Source: an optimization exercise on an open RTL-to-GDS flow (aim: small area, a short achievable clock period and few clock cycles per item). Production flows keep margins and buffers that such runs may drop.
Where RTL was checked, it was by simulation tests only, not by an equivalence proof against the original.
The RTL of runs 1 and 2 was laid out without a check of its function.

$ cat design/flow/run.sh
#!/bin/bash
# synth_recipe.tcl (not shown) runs the flow's synth.tcl, then flattens the netlist and writes it again
# the make line also repeats each setting of config.mk as NAME=value (left out here)
make -C /OpenROAD-flow-scripts/flow DESIGN_CONFIG=/design/flow/config.mk WORK_HOME=/design/flow/orfs CLKGATE_MAP_FILE= SYNTH_SCRIPT=/design/flow/synth_recipe.tcl finish
$ cat design/flow/config.mk
export PLATFORM = sky130hd
export DESIGN_NAME = gradient_row_span_generator
export DESIGN_NICKNAME = gradient_row_span_generator
export VERILOG_FILES = /design/flow/design.v
export SDC_FILE = /design/flow/constraint.sdc
export NUM_CORES = 4
export LEC_CHECK = 0
export CAP_MARGIN = 20
export CORE_MARGIN = 2
export CORE_UTILIZATION = 40
export SETUP_SLACK_MARGIN = 3
export SLEW_MARGIN = 20
$ cat design/flow/constraint.sdc
create_clock -name core_clock -period 8.5 [get_ports {clk_i}]
set_input_delay 1.7000 -clock core_clock [delete_from_list [all_inputs] [get_ports {clk_i}]]
set_output_delay 1.7000 -clock core_clock [all_outputs]
set_load 0.01 [all_outputs]
$ cat design/flow/design.v
module gradient_row_span_generator #(
  parameter int unsigned FbMaxDim = 8192
) (
  input  logic          clk_i,
  input  logic          rst_ni,
  input  logic          s_axis_tvalid,
  output logic          s_axis_tready,
  input  logic [127:0]  s_axis_tdata,
  output logic          m_axis_tvalid,
  input  logic          m_axis_tready,
  output logic [63:0]   m_axis_tdata,
  output logic          m_axis_tuser,
  input  logic          cfg_we_i,
  input  logic [1:0]    cfg_idx_i,
  input  logic [13:0]   cfg_wdata_i
);
  localparam int NRank = 6;            
  localparam logic [7:0] DivReg = 8'b0101_0100;
  logic [13:0] fbw_q, fbh_q, str_q;
  logic [13:0] wsat;
  assign wsat = (cfg_wdata_i > 14'(FbMaxDim)) ? 14'(FbMaxDim) : cfg_wdata_i;
  always_ff @(posedge clk_i or negedge rst_ni) begin
    if (!rst_ni) begin
      fbw_q <= 14'd640;
      fbh_q <= 14'd480;
      str_q <= 14'd640;
    end else if (cfg_we_i) begin
      if (cfg_idx_i == 2'd0) fbw_q <= wsat;
      if (cfg_idx_i == 2'd1) fbh_q <= wsat;
      if (cfg_idx_i == 2'd2) str_q <= wsat;
    end
  end
  logic [NRank:1] vld_q;
  logic           adv;
  assign adv           = !vld_q[NRank] || m_axis_tready;
  assign s_axis_tready = adv;
  assign m_axis_tvalid = vld_q[NRank];
  always_ff @(posedge clk_i or negedge rst_ni) begin
    if (!rst_ni) vld_q <= '0;
    else if (adv) vld_q <= {vld_q[NRank-1:1], s_axis_tvalid};
  end
  logic signed [15:0] in_x, in_y, in_w, in_h;
  logic [14:0] in_j;
  logic [23:0] in_c0, in_c1;
  assign in_x  = s_axis_tdata[15:0];
  assign in_y  = s_axis_tdata[31:16];
  assign in_w  = s_axis_tdata[47:32];
  assign in_h  = s_axis_tdata[63:48];
  assign in_c0 = s_axis_tdata[87:64];
  assign in_c1 = s_axis_tdata[111:88];
  assign in_j  = s_axis_tdata[126:112];
  logic [16:0] s0_py, s0_xe;
  logic        s0_vis, s0_xe_ge;
  logic [14:0] s0_hm1, s0_d, s0_nd;
  logic [23:0] s0_mag;
  logic [2:0]  s0_neg;
  always_comb begin
    s0_py    = {in_y[15], in_y} + {2'b00, in_j};
    s0_xe    = {in_x[15], in_x} + {in_w[15], in_w};
    s0_xe_ge = !s0_xe[16] && (s0_xe[15:13] != 3'd0);
    s0_vis   = !in_h[15] && (in_j < in_h[14:0])            
            && (s0_py[16:13] == 4'd0)                       
            && !s0_xe[16] && (s0_xe[15:0] != 16'd0)         
            && (in_x[15] || (in_x[14:13] == 2'd0));         
    s0_hm1   = in_h[14:0] - 15'd1;
    s0_d     = {s0_hm1[14:1], s0_hm1[0] | (s0_hm1[14:1] == 14'd0)};
    s0_nd    = 15'd0 - s0_d;                               
    for (int c = 0; c < 3; c++) begin
      s0_neg[c] = in_c1[8*c +: 8] < in_c0[8*c +: 8];
      s0_mag[8*c +: 8] = s0_neg[c] ? (in_c0[8*c +: 8] - in_c1[8*c +: 8])
                                   : (in_c1[8*c +: 8] - in_c0[8*c +: 8]);
    end
  end
  logic        r1_vis, r1_xe_ge;
  logic [12:0] r1_py, r1_x0, r1_xe;
  logic [14:0] r1_j, r1_d;
  logic [23:0] r1_c0, r1_mag;
  logic [2:0]  r1_neg;
  always_ff @(posedge clk_i) begin
    if (adv) begin
      r1_vis   <= s0_vis;
      r1_xe_ge <= s0_xe_ge;
      r1_py    <= s0_py[12:0];
      r1_x0    <= in_x[15] ? 13'd0 : in_x[12:0];
      r1_xe    <= s0_xe[12:0];
      r1_j     <= in_j;
      r1_d     <= s0_nd;
      r1_c0    <= in_c0;
      r1_mag   <= s0_mag;
      r1_neg   <= s0_neg;
    end
  end
  logic [13:0] s1_x1;
  logic [14:0] s1_l;
  logic        s1_vis;
  logic [25:0] s1_addr;
  logic [2:0][22:0] s1_n;
  always_comb begin
    s1_x1   = (r1_xe_ge || ({1'b0, r1_xe} > fbw_q)) ? fbw_q : {1'b0, r1_xe};
    s1_l    = {1'b0, s1_x1} - {2'b00, r1_x0};
    s1_vis  = r1_vis && !s1_l[14] && (s1_l[13:0] != 14'd0) && ({1'b0, r1_py} < fbh_q);
    s1_addr = 26'(r1_py * str_q) + 26'(r1_x0);
    for (int c = 0; c < 3; c++) s1_n[c] = r1_mag[8*c +: 8] * r1_j;
  end
  logic [8:0]             dv_vis;
  logic [8:0][25:0]       dv_addr;
  logic [8:0][13:0]       dv_len;
  logic [8:0][14:0]       dv_d;
  logic [8:0][23:0]       dv_c0;      
  logic [8:0][2:0]        dv_neg;
  logic [8:0][2:0][22:0]  dv_rem;
  always_ff @(posedge clk_i) begin
    if (adv) begin
      dv_vis[0]  <= s1_vis;
      dv_addr[0] <= s1_vis ? s1_addr : 26'd0;
      dv_len[0]  <= s1_vis ? s1_l[13:0] : 14'd0;
      dv_d[0]    <= r1_d;
      dv_c0[0]   <= r1_c0;
      dv_neg[0]  <= r1_neg;
      dv_rem[0]  <= s1_n;
    end
  end
  logic [8:1][2:0][22:0] st_rem;
  logic [8:1][2:0][7:0]  st_col;
  logic [8:1][2:0][15:0] st_hi;
  logic [8:1][2:0][16:0] st_t;
  for (genvar s = 1; s <= 8; s++) begin : g_step
    localparam int B = 8 - s;         
    for (genvar c = 0; c < 3; c++) begin : g_ch
      assign st_hi[s][c] = dv_rem[s-1][c][B +: 16];
      assign st_t[s][c]  = {1'b0, st_hi[s][c]} + {2'b11, dv_d[s-1]};    
      always_comb begin
        st_rem[s][c] = '0;
        st_col[s][c] = st_t[s][c][16] ? dv_c0[s-1][8*c +: 8]
                     : dv_c0[s-1][8*c +: 8] + (dv_neg[s-1][c] ? 8'(-(1 << B)) : 8'(1 << B));
        st_rem[s][c][B +: 15] = st_t[s][c][16] ? st_hi[s][c][14:0] : st_t[s][c][14:0];
        if (B > 0) st_rem[s][c][B-1:0] = dv_rem[s-1][c][B-1:0];
      end
    end
    if (s < 8 && DivReg[B]) begin : g_reg
      always_ff @(posedge clk_i) begin
        if (adv) begin
          dv_vis[s]  <= dv_vis[s-1];
          dv_addr[s] <= dv_addr[s-1];
          dv_len[s]  <= dv_len[s-1];
          dv_d[s]    <= dv_d[s-1];
          dv_c0[s]   <= st_col[s];
          dv_neg[s]  <= dv_neg[s-1];
          dv_rem[s]  <= st_rem[s];
        end
      end
    end else begin : g_comb
      assign dv_vis[s]  = dv_vis[s-1];
      assign dv_addr[s] = dv_addr[s-1];
      assign dv_len[s]  = dv_len[s-1];
      assign dv_d[s]    = dv_d[s-1];
      assign dv_c0[s]   = st_col[s];
      assign dv_neg[s]  = dv_neg[s-1];
      assign dv_rem[s]  = st_rem[s];
    end
  end
  logic [23:0] col_d;
  assign col_d = dv_c0[8];
  logic [64:0] out_q;
  always_ff @(posedge clk_i) begin
    if (adv) out_q <= {dv_vis[8], dv_vis[8] ? col_d : 24'd0, dv_len[8], dv_addr[8]};
  end
  assign m_axis_tdata = out_q[63:0];
  assign m_axis_tuser = out_q[64];
endmodule
==> summary.md, run 1 <==
| Metric | Value |
|---|---|
| Run status | no timing/DRC/antenna violations |
| DR DRC count | 0 |
| Top_reg_cell synth | edfxtp_1 |
| Worst Skew | 33.3 ps |
| Vias | ~49,000 |
| Most frequent cells in the layout | 759 x edfxtp_1, 736 x ha_1, 631 x inv_1, 524 x nand2_1, 402 x fa_1 |
| Largest net degree at the start of global routing | about 160 |
| Post-synth ARST share | a little under 6% |
| Met1 wire length | around 80 mm |
| H-Tree Depth | 3 |
| Root Driver | clkbuf_16 |
| First-pass GRT wire length | between 200 and 300 mm |
| Worst r2r src | r1_py[3] |
| R2r endpoint | dv_addr[24] |
| Post-synthesis instance total | 6,548 |
| Synthesis warning total | 36 |
| Slew Limit Fails | 0 |
| Number of library cell types mapped by synthesis | 95 |
| Total of max-cap violations | 0 |
| Final ANT Viol Nets | 0 |
| Final setup viols | 0 |
| Metal3 WL | between 7 and 8 mm |
| Die height | between 400 and 500 µm |
| Worst Reg-to-Reg Cells | 23 |
| Max frequency | between 150 and 200 MHz |
| Worst slew pin tran | roughly 1100 ps |
| Crit Path Class | reg2reg |
| Clock tree buffer depth | 3 |
| Drt total wl | between 150 and 200 mm |
| Clk Latency, worst-skew pair | 730 ps |
| Flop and latch count out of synthesis | 807 |
| Nets | ~8,400 |
| Max_slew headroom | between 20% and 30% |
| Placed cell areas | roughly 73,000 µm² |
| Met2 WL | between 80 and 90 mm |
| Crit path capture type | flip-flop |
| Synthesized cell area | ~69,000 µm² |
| DIE AREA | between 150,000 and 200,000 µm² |
| Number of synthesized flops with an enable pin | between 700 and 800 |
| Final min period | 6080 ps |
| Pre-CTS setup slack | between 1500 and 2000 ps |
| Worst endpoint data arrival time | 6550 ps |
| Synthesized area per cell | between 10 and 15 µm² |
| Multi-input logic area | ~43,000 µm² |
| Hold Crit Start | dv_addr[124] |
| Wire length per cell | between 15 and 20 µm |
| Clock transition at the registers of the reported paths | about 60 ps |
| Gpl congestion | about 0.88 |
| Uppermost layer routed | met4 |
| Vias in the first global route | 48,653 |
| CTS tree | built |
| RSZ-0062 raised after global routing | yes |
| Syn nets | 7,883 |
| Share of layout cells above drive strength 1 | 14.4% |
| Seq/Total Area, Yosys | 35.0% |
| CTS buffer count | 92 |
| Initial drt markers | 3,166 |
| Initial Util | 40.3% |
| Core area | roughly 170,000 µm² |
| Final WS setup | approximately 2400 ps |
| Initial antenna violation count | 22 |
| Core Util, Final | between 40% and 50% |
| Boundary Pins | around 220 |
| Number of port buffers | between 200 and 250 |
| Vias per inst | around 5.3 |
| Post-DP HPWL | between 100 and 150 mm |
| Hold Path Cell Cnt | 0 |
| CP Max Fanout | 7 |
| Required @ worst endpoint | around 9000 ps |
| Area Growth Syn to Fin | 17.8% |
| Fillers | ~15,000 |
| Setup TNS | 0 ps |
| Final Hold Fails | 0 |
| GR Util All Layers | between 10% and 20% |
| Post-route cell area | 80,700 µm² |
| Die Wd | between 400 and 500 µm |
| Startpoint Class | flip-flop |
| Row count | between 150 and 200 |
| Reg area | 24,000 µm² |
| Commonest non-fill, non-tap cell in the layout | edfxtp_1 |
| HP Class | reg2reg |
| Detailed Routing Iterations Pass 1 | 5 |
| Clock sinks | 807 |
| Tcrit/Tclk final | between 70 and 80% |
| GRT overflow | 0 |
| Worst hold endpoint | dv_addr[176] |
| R2R setup slack | around 2400 ps |
==> cells by family (layout without fill, tap and decap cells) <==
kind of cell	count (synthesis)	count (layout)	share of synthesized area, %
AOI/OAI and AO/OA	1290	1294	12.0
xor gates and xnor gates	472	472	6.05
adders and majority gates	1186	1186	26.3
buffers and inverters	797	1360	4.45
DFF	807	807	35.0
muxes	223	223	3.62
other	0	17	0
and+or+nand+nor	1773	1782	12.6
==> flip-flops by register name, summed over array words and instances, names as in the netlist, 15 cells and up <==
name / count
dv_addr: 104
r1_c0: 24
r1_j: 15
r1_mag: 24
dv_c0: 96
dv_rem: 240
r1_d: 15
out_q: 65
dv_len: 56
dv_d: 60
==> cell usage after synthesis, drive strengths merged, types with 51 or more instances <==
| cell | n | area, µm² |
|---|---|---|
| a211oi | 51 | 398 |
| a21o | 152 | 1140 |
| a21oi | 431 | 2160 |
| and2 | 298 | 1860 |
| and3 | 58 | 363 |
| clkbuf | 122 | 458 |
| edfxtp | 759 | 22800 |
| fa | 422 | 8450 |
| ha | 764 | 9560 |
| inv | 638 | 2390 |
| mux2 | 192 | 2170 |
| nand2 | 541 | 2030 |
| nand2b | 67 | 419 |
| nand3 | 80 | 400 |
| nor2 | 411 | 1560 |
| nor2b | 51 | 319 |
| nor3 | 114 | 581 |
| o21ai | 278 | 1400 |
| o21bai | 67 | 503 |
| xnor2 | 324 | 2840 |
| xor2 | 147 | 1290 |
==> worst max-delay path, stage by stage (launching register included) <==
cell	delay, ps
edfxtp_1	530
buf_4	200
and2_1	160
fa_1	480
inv_1	50
fa_1	490
inv_1	50
fa_1	490
fa_1	430
fa_1	490
inv_1	50
fa_1	490
inv_2	50
ha_4	210
a21o_1	190
a21o_1	170
a21oi_2	130
nand2b_4	150
a31oi_4	90
a31o_2	220
o41a_1	360
mux2i_1	140
a21oi_1	140
nor2_1	70
==> how the worst max path moves through the flow <==
stage | endpoint | depth (start not counted) | start
6_report | dv_addr[24] | 23 | r1_py[3]
3_3_place_gp | dv_c0[167] | 21 | dv_d[60]
2_1_floorplan | dv_addr[24] | 25 | r1_py[2]
4_1_cts | dv_addr[24] | 23 | r1_py[1]
3_5_place_dp | dv_c0[167] | 21 | dv_d[60]
5_1_grt | dv_addr[24] | 24 | r1_py[3]
==> final cells by class <==
cell class              count  area share, %
flip-flops and latches    807           29.8
clock inverters            65          0.893
diodes                     17         0.0527
multi-input cells        4957           53.6
well taps                2218           3.44
clock buffers             103           2.93
inverters                 638           2.97
repair buffers            554           6.38
==> repair_timing <==
action	in CTS	in global routing
hold buffers	0	0
endpoints found under the setup margin	230	236
cloned	15	6
pin swaps	68	138
buffers inserted	150	128
resized for setup	166	242
==> through the flow <==
step                      instances  hold slack, ps
after floorplan                6548             400
after global placement         8875             401
after detailed placement       8875             405
after CTS                      9208             399
after global routing           9354             420
final                          9359             406
==> routing by layer <==
metal  vias to the layer above  track usage (%)
li1                      24027                -
met1                     24103             26.8
met2                      1056             31.4
met3                       265             2.26
met4                         0             7.17
met5                         -                0
==> run 2, diff against run 1 <==
--- a/design/flow/config.mk
+++ b/design/flow/config.mk
@@ -8,5 +8,6 @@
 export CAP_MARGIN = 20
 export CORE_MARGIN = 2
-export CORE_UTILIZATION = 40
+export CORE_UTILIZATION = 65
+export PLACE_DENSITY = 0.8
 export SETUP_SLACK_MARGIN = 3
 export SLEW_MARGIN = 20
==> run 2 against run 1 <==
Compared with the run above:
- largest cell class unchanged
- utilization rose by 28 points
- cell count fell by 8.9%
- first-iteration DRC count rose by 51%
- global-route usage rose by 12 points
==> summary.md, run 2 <==
| Metric | Value |
|---|---|
| GR Util All Layers | 31.3% |
| Most flop-heavy register | dv_rem |
| CTS buffer count | 90 |
| Main area contributors after synthesis | edfxtp_1 33%, ha_1 14%, fa_1 12% |
| Core area | about 100,000 µm² |
| Initial drt markers | approximately 4,800 |
| Tcrit/Tclk final | 71.6% |
| Synth top area share | 33.3% |
| Largest net degree at the start of global routing | approximately 190 |
| Crit path capture type | flip-flop |
| Wire length per cell | between 20 and 25 µm |
| Biggest regs | dv_rem x240, dv_addr x104, dv_c0 x96 |
| CTS tree | built |
| Pre-CTS setup slack | between 1000 and 1500 ps |
| Final min period | between 6000 and 7000 ps |
| DR DRC count | 0 |
| Final WS setup | ~2400 ps |
| Synthesized area per cell | between 10 and 15 µm² |
| Gpl congestion | between 0.9 and 1 |
| Run status | no timing/DRC/antenna violations |
| Synth top cells by count | 764 x ha_1, 759 x edfxtp_1, 637 x inv_1 |
| Required @ worst endpoint | just under 9000 ps |
| Syn nets | roughly 7,900 |
| Clock sinks | a little over 800 |
| Final setup viols | 0 |
| Setup TNS | 0 ps |
| Share of layout cells above drive strength 1 | 14.6% |
| Boundary Pins | ~220 |
| Number of library cell types mapped by synthesis | 95 |
| Worst slew pin tran | about 1100 ps |
| Most frequent cell after synthesis | ha_1 |
| First-pass GRT wire length | 268 mm |
| Flop and latch count out of synthesis | 807 |
| Clock tree buffer depth | 3 |
| Drt total wl | ~170 mm |
| Post-DP HPWL | approximately 120 mm |
| GRT overflow | 0 |
| Vias per inst | 6.07 |
| Core Util, Final | approximately 76% |
| Synthesized cell area | about 70,000 µm² |
| Initial Util | 65.3% |
| Worst endpoint data arrival time | around 6500 ps |
| Total of max-cap violations | 0 |
| CP Max Fanout | 5 |
| Final Hold Fails | 0 |
| Most frequent cells in the layout | 759 x edfxtp_1, 734 x ha_1, 630 x inv_1, 528 x nand2_1, 405 x fa_1 |
| CP max-delay cell | fa_1 |
| Initial antenna violation count | 11 |
| Seq/Total Area, Yosys | roughly a third |
| RSZ-0062 raised after global routing | yes |
| Top delay family on crit path | adder cells |
| CTS Hold Bufs | 0 |
| Synthesis warning total | 36 |
| Max frequency | between 150 and 200 MHz |
| Number of synthesized flops with an enable pin | approximately 760 |
| Worst Skew | around 42 ps |
| Area Growth Syn to Fin | 16.4% |
| HP Class | reg2reg |
| Row count | ~120 |
| Top_reg_cell synth | edfxtp_1 |
| Cell taking the most area after synthesis | edfxtp_1 |
| Detailed Routing Iterations Pass 1 | 6 |
| Commonest non-fill, non-tap cell in the layout | edfxtp_1 |
| Post-synthesis instance total | roughly 6,500 |
| CP dominant cell by count | fa_1 |
| H-Tree Depth | 3 |
| Final ANT Viol Nets | 0 |
| Root Driver | clkbuf_16 |
| Slew Limit Fails | 0 |
| Crit path buf inv count | 10 |
| Die Wd | about 330 µm |
| Startpoint Class | flip-flop |
| Vias in the first global route | approximately 50,000 |
| Nets | about 8,400 |
| Clock transition at the registers of the reported paths | 70 ps |
| DIE AREA | 108,000 µm² |
| Crit Path Class | reg2reg |
| Vias | ~52,000 |
| Max FFs per register | between 200 and 250 |
| Max_slew headroom | around 27% |
| Clk Latency, worst-skew pair | about 700 ps |
| Die height | between 300 and 400 µm |
| Number of port buffers | around 210 |
| Post-synth ARST share | approximately 5.9% |
| CP peak stage delay | about 530 ps |
-- run 2: worst reg2reg max path, stage by stage, from the launching register on --
cell	delay [ps]
edfxtp_1	480
buf_6	160
and2_4	150
fa_1	530
inv_1	50
fa_1	480
inv_1	50
fa_1	510
fa_1	430
fa_1	490
inv_1	50
fa_1	490
inv_2	50
ha_4	220
a21o_1	190
a21o_1	160
a21oi_2	150
buf_4	130
buf_6	80
buf_6	80
buf_6	80
buf_6	80
o31ai_4	60
a21o_1	200
a21oi_2	190
xor2_1	220
nor2_1	70
-- run 2: layer usage --
layer  GRT usage, %  share of wire, %  vias up
li1               -                 -    24042
met1           43.6                42    25087
met2           49.1                46     2129
met3           4.85               7.9      481
met4           13.1               4.9        0
met5              0                 0        -
-- run 2: area by class of cell --
class | count | area, µm²
multi-input cells | 4960 | 43400
fillers | 6807 | 25200
flip-flops and latches | 807 | 24000
repair buffers | 559 | 5240
inverters | 638 | 2390
clock buffers | 101 | 2300
well taps | 1391 | 1740
clock inverters | 55 | 686
diodes | 13 | 32.5
-- run 2: kinds of logic (layout without fill, tap and decap cells) --
| logic type | after synthesis | in the layout | share of synthesized area, % |
|---|---|---|---|
| other | 0 | 13 | 0 |
| adder cells (fa/ha/maj) | 1186 | 1186 | 26.3 |
| XOR/XNOR | 472 | 472 | 6.05 |
| AO/OA/AOI/OAI | 1290 | 1296 | 12.0 |
| AND/OR/NAND/NOR | 1773 | 1783 | 12.6 |
| flip-flops | 807 | 807 | 35.0 |
| multiplexers | 223 | 223 | 3.62 |
| buffers and inverters | 797 | 1353 | 4.45 |
-- run 2: path summary, 6_finish.rpt --
check / startpoint / end / slack [ps] / cells past startpoint
setup / recovery: r1_py[1] / dv_addr[14] / 2420 / 26
hold reg to reg: dv_c0[16] / dv_c0[64] / 380 / 0
min in group asynchronous: rst_ni / fbw_q[4] / 1120 / 2
hold / removal: dv_c0[16] / dv_c0[64] / 380 / 0
setup reg to reg: r1_py[1] / dv_addr[14] / 2420 / 26
max in group asynchronous: rst_ni / str_q[4] / 6850 / 2
-- run 2: per-stage QoR --
| stage | hold WS, ps | std cells | cell area, µm² |
|---|---|---|---|
| 6_report | 380 | 8524 | 79800 |
| 5_1_grt | 394 | 8522 | 79800 |
| 4_1_cts | 373 | 8379 | 77600 |
| 3_5_place_dp | 405 | 8032 | 72200 |
| 3_3_place_gp | 400 | 8032 | 72200 |
| 2_1_floorplan | 400 | 6548 | 68700 |
-- run 2: timing repair --
item,CTS,global route
endpoints found under the setup margin,240,239
buffers inserted,174,125
cloned,17,7
resized for setup,176,249
pin swaps,81,135
==> run 3, diff against run 2 <==
--- a/design/flow/design.v
+++ b/design/flow/design.v
@@ -52,5 +52,5 @@
   logic [16:0] s0_py, s0_xe;
   logic        s0_vis, s0_xe_ge;
-  logic [14:0] s0_hm1, s0_d, s0_nd;
+  logic [14:0] s0_hm1, s0_d;
   logic [23:0] s0_mag;
   logic [2:0]  s0_neg;
@@ -65,5 +65,4 @@
     s0_hm1   = in_h[14:0] - 15'd1;
     s0_d     = {s0_hm1[14:1], s0_hm1[0] | (s0_hm1[14:1] == 14'd0)};
-    s0_nd    = 15'd0 - s0_d;                               
     for (int c = 0; c < 3; c++) begin
       s0_neg[c] = in_c1[8*c +: 8] < in_c0[8*c +: 8];
@@ -85,5 +84,5 @@
       r1_xe    <= s0_xe[12:0];
       r1_j     <= in_j;
-      r1_d     <= s0_nd;
+      r1_d     <= s0_d;
       r1_c0    <= in_c0;
       r1_mag   <= s0_mag;
@@ -107,7 +106,8 @@
   logic [8:0][13:0]       dv_len;
   logic [8:0][14:0]       dv_d;
-  logic [8:0][23:0]       dv_c0;      
+  logic [8:0][23:0]       dv_c0;
   logic [8:0][2:0]        dv_neg;
   logic [8:0][2:0][22:0]  dv_rem;
+  logic [8:0][2:0][7:0]   dv_quo;
   always_ff @(posedge clk_i) begin
     if (adv) begin
@@ -121,6 +121,7 @@
     end
   end
+  assign dv_quo[0] = '0;
   logic [8:1][2:0][22:0] st_rem;
-  logic [8:1][2:0][7:0]  st_col;
+  logic [8:1][2:0][7:0]  st_quo;
   logic [8:1][2:0][15:0] st_hi;
   logic [8:1][2:0][16:0] st_t;
@@ -129,9 +130,9 @@
     for (genvar c = 0; c < 3; c++) begin : g_ch
       assign st_hi[s][c] = dv_rem[s-1][c][B +: 16];
-      assign st_t[s][c]  = {1'b0, st_hi[s][c]} + {2'b11, dv_d[s-1]};    
+      assign st_t[s][c]  = {1'b0, st_hi[s][c]} - {2'b00, dv_d[s-1]};
       always_comb begin
         st_rem[s][c] = '0;
-        st_col[s][c] = st_t[s][c][16] ? dv_c0[s-1][8*c +: 8]
-                     : dv_c0[s-1][8*c +: 8] + (dv_neg[s-1][c] ? 8'(-(1 << B)) : 8'(1 << B));
+        st_quo[s][c] = dv_quo[s-1][c];
+        st_quo[s][c][B] = !st_t[s][c][16];
         st_rem[s][c][B +: 15] = st_t[s][c][16] ? st_hi[s][c][14:0] : st_t[s][c][14:0];
         if (B > 0) st_rem[s][c][B-1:0] = dv_rem[s-1][c][B-1:0];
@@ -145,7 +146,8 @@
           dv_len[s]  <= dv_len[s-1];
           dv_d[s]    <= dv_d[s-1];
-          dv_c0[s]   <= st_col[s];
+          dv_c0[s]   <= dv_c0[s-1];
           dv_neg[s]  <= dv_neg[s-1];
           dv_rem[s]  <= st_rem[s];
+          dv_quo[s]  <= st_quo[s];
         end
       end
@@ -155,11 +157,17 @@
       assign dv_len[s]  = dv_len[s-1];
       assign dv_d[s]    = dv_d[s-1];
-      assign dv_c0[s]   = st_col[s];
+      assign dv_c0[s]   = dv_c0[s-1];
       assign dv_neg[s]  = dv_neg[s-1];
       assign dv_rem[s]  = st_rem[s];
+      assign dv_quo[s]  = st_quo[s];
     end
   end
   logic [23:0] col_d;
-  assign col_d = dv_c0[8];
+  always_comb begin
+    for (int c = 0; c < 3; c++) begin
+      col_d[8*c +: 8] = dv_neg[8][c] ? (dv_c0[8][8*c +: 8] - dv_quo[8][c])
+                                     : (dv_c0[8][8*c +: 8] + dv_quo[8][c]);
+    end
+  end
   logic [64:0] out_q;
   always_ff @(posedge clk_i) begin
--- a/design/flow/config.mk
+++ b/design/flow/config.mk
@@ -8,6 +8,4 @@
 export CAP_MARGIN = 20
 export CORE_MARGIN = 2
-export CORE_UTILIZATION = 65
-export PLACE_DENSITY = 0.8
-export SETUP_SLACK_MARGIN = 3
+export CORE_UTILIZATION = 40
 export SLEW_MARGIN = 20
==> run 3 against run 2 <==
Compared with the run above:
- register-to-register slack got worse by 1100 ps
- clock-buffer cell count increased by 5
- utilization decreased by 31 points
- critical path depth increased by 5
- worst hold slack improved by 29 ps
- synthesized area decreased by 1.4%
- critical path type unchanged
- cell area decreased by 5.7%
==> summary.md, run 3 <==
| Metric | Value |
|---|---|
| Largest net degree at the start of global routing | 159 |
| Share of layout cells above drive strength 1 | under 10% |
| RSZ-0062 raised after global routing | no |
| Number of synthesized flops with an enable pin | approximately 800 |
| Synth top cells by count | 795 x edfxtp_1, 727 x ha_1, 705 x inv_1 |
| Final min period | between 7000 and 8000 ps |
| Tcrit/Tclk final | 84.3% |
| CP max-delay cell | edfxtp_1 |
| Setup bufs post-CTS | 0 |
| Setup TNS | 0 ps |
| Worst Reg-to-Reg Cells | 31 |
| HP Class | reg2reg |
| Cts repair resizes | 0 |
| Flop and latch count out of synthesis | ~840 |
| Final ANT Viol Nets | 0 |
| Startpoint Class | flip-flop |
| Final Hold Fails | 0 |
| Clock sinks | ~840 |
| Worst slew pin tran | between 1000 and 1500 ps |
| Commonest non-fill, non-tap cell in the layout | edfxtp_1 |
| Hold Path Cell Cnt | 0 |
| GRT busiest layer | met2 |
| CP peak stage delay | 500 ps |
| CP Max Fanout | 9 |
| Post-synthesis instance total | 6,407 |
| Most frequent cells in the layout | 795 x edfxtp_1, 727 x ha_1, 705 x inv_1, 640 x nand2_1, 407 x fa_1 |
| Crit path capture type | flip-flop |
| Post-route cell area | 75,200 µm² |
| Syn nets | a little under 8,000 |
| Core area | around 170,000 µm² |
| Wire length per cell | roughly 18 µm |
| WHS | roughly 410 ps |
| Die height | between 400 and 500 µm |
| Top_reg_cell synth | edfxtp_1 |
| Fillers | 15,636 |
| Nets | 7,888 |
| Root Driver | clkbuf_16 |
| Clock transition at the registers of the reported paths | 70 ps |
| Cell taking the most area after synthesis | edfxtp_1 |
| CTS Hold Bufs | 0 |
| Max_slew headroom | a little under a quarter |
| Worst endpoint data arrival time | ~7600 ps |
| Boundary Pins | 216 |
| Core Util, Final | roughly 45% |
| Most flop-heavy register | dv_rem |
| Slew Limit Fails | 0 |
| Initial drt markers | 3,009 |
| Vias per inst | 5.26 |
| Crit Path Class | reg2reg |
| Total of max-cap violations | 0 |
| Gpl congestion | 0.897 |
| Post-synth ARST share | 5.69% |
| H-Tree Depth | 3 |
| First-pass GRT wire length | between 200 and 300 mm |
| Max frequency | approximately 140 MHz |
| Synthesized area per cell | approximately 11 µm² |
| R2R setup slack | between 1000 and 1500 ps |
| Run status | no timing/DRC/antenna violations |
| Vias in the first global route | between 40,000 and 50,000 |
| Final setup viols | 0 |
| DIE AREA | 172,000 µm² |
| Required @ worst endpoint | ~9000 ps |
| GR Util All Layers | between 10% and 20% |
| Row count | 150 |
| Synthesis warning total | 40 |
| Detailed Routing Iterations Pass 1 | 5 |
| Met1 Resource Use GR | about a quarter |
| Post-DP HPWL | 127 mm |
| Number of port buffers | approximately 210 |
| Clk Latency, worst-skew pair | 740 ps |
| Clock tree buffer depth | 3 |
| Worst Skew | approximately 44 ps |
| Vias | between 40,000 and 50,000 |
| Initial antenna violation count | 8 |
| Area Growth Syn to Fin | 11.4% |
| CTS buffer count | 93 |
| Placed cell areas | 72,100 µm² |
| Synthesized cell area | between 60,000 and 70,000 µm² |
| Met2 usage in global routing | a little under a third |
| Drt total wl | about 160 mm |
| CTS tree | built |
| Synth top area share | approximately 35% |
| Biggest regs | dv_rem x240, dv_addr x104, dv_c0 x96 |
| Seq/Total Area, Yosys | 37.1% |
| DR DRC count | 0 |
| GRT overflow | 0 |
| Initial Util | 40.3% |
| Most frequent cell after synthesis | edfxtp_1 |
| Die Wd | roughly 410 µm |
| Number of library cell types mapped by synthesis | 102 |
| Met3 Resource Use GR | 1.88% |
| Max FFs per register | 240 |
| Main area contributors after synthesis | edfxtp_1 35%, ha_1 13%, fa_1 12% |
run 3: changes by cell type in the layout (fill, tap and decap cells not counted), sizes merged, moves of 42 or more:
| cell | previous run | this run |
|---|---|---|
| buf | 342 | 35 |
| a21oi | 431 | 314 |
| nand2 | 541 | 640 |
| xnor2 | 324 | 242 |
| inv | 644 | 724 |
| o21a | 45 | 98 |
| nor2 | 413 | 362 |
| nor2b | 51 | 94 |
| and3 | 58 | 16 |
run 3: cell type report:
cell class | count | area [µm²] | share of cell area [%]
antenna | 7 | 17.5 | 0.0233
inverter | 715 | 2690 | 3.58
tap | 2204 | 2760 | 3.66
timing repair buffer | 248 | 2420 | 3.22
clock buffer | 106 | 2380 | 3.16
clock inverter | 70 | 753 | 1.00
sequential | 843 | 25100 | 33.3
multi-input combinational | 4704 | 39100 | 52.0
run 3: per-layer routing:
layer | share of wire (%) | vias up
met5 | 0 | -
met3 | 4.6 | 249
met4 | 3.1 | 0
met2 | 47 | 1030
met1 | 45 | 22744
li1 | - | 22756
run 3: worst paths after layout:
path,from,to
max,dv_d[90],out_q[55]
max in group asynchronous,rst_ni,str_q[6]
max reg2reg,dv_d[90],out_q[55]
min in group asynchronous,rst_ni,vld_q[1]
min,dv_rem[50],dv_rem[188]
min reg2reg,dv_rem[50],dv_rem[188]
run 3: worst max-delay path: cells and delay by family, from the launching register on:
kind	cells	cell delay (ps)
compound gates	15	3000
fa+ha+maj	5	1260
simple gates	4	870
mux	2	600
flops	1	500
buf+inv	3	420
xor+xnor	2	240
run 3: kinds of logic (layout without fill, tap and decap cells):
group | Yosys count | count (layout) | synth area share (%)
multiplexers | 190 | 190 | 3.18
AO/OA/AOI/OAI | 1237 | 1237 | 11.9
AND/OR/NAND/NOR | 1770 | 1770 | 12.5
other | 0 | 7 | 0
adder cells (fa/ha/maj) | 1134 | 1134 | 25.5
buffers and inverters | 860 | 1139 | 4.91
XOR/XNOR | 373 | 373 | 4.84
flip-flops | 843 | 843 | 37.1
run 3: metrics by stage:
stage | instances | setup slack, ps
floorplan | 6407 | 1750
global route | 8897 | 804
global placement | 8714 | 1430
finish | 8897 | 1330
detailed placement | 8714 | 1370
CTS | 8890 | 1340
Testbench counts of run 3, summed over its fixed seeds: cycles 16,048, items 16,000.

## port drivers added, routing unchanged
The results above use ideal ports. As a check the final layouts listed here were re-extracted and re-timed, cells and wires unchanged. Step 1, drivers: a clkbuf_16 drives clk_i and a buf_2 each remaining input, both assumed. Step 2, shift: input delay + t, output delay - t, t = (earliest + latest rising clock arrival at the registers) / 2. This alone moves slack from input paths to output paths. Slacks: ideal ports / drivers / drivers and shift; pairs: ideal ports / drivers.
run	t, ns	setup slack, ns	worst slew at a driven data input, ns
run 1	0.786	2.415 / 2.415 / 2.415	0.15
run 2	0.762	2.417 / 2.417 / 2.417	0.12
run 3	0.791	1.331 / 1.331 / 1.331	0.13
After both steps every run listed still meets setup and hold.
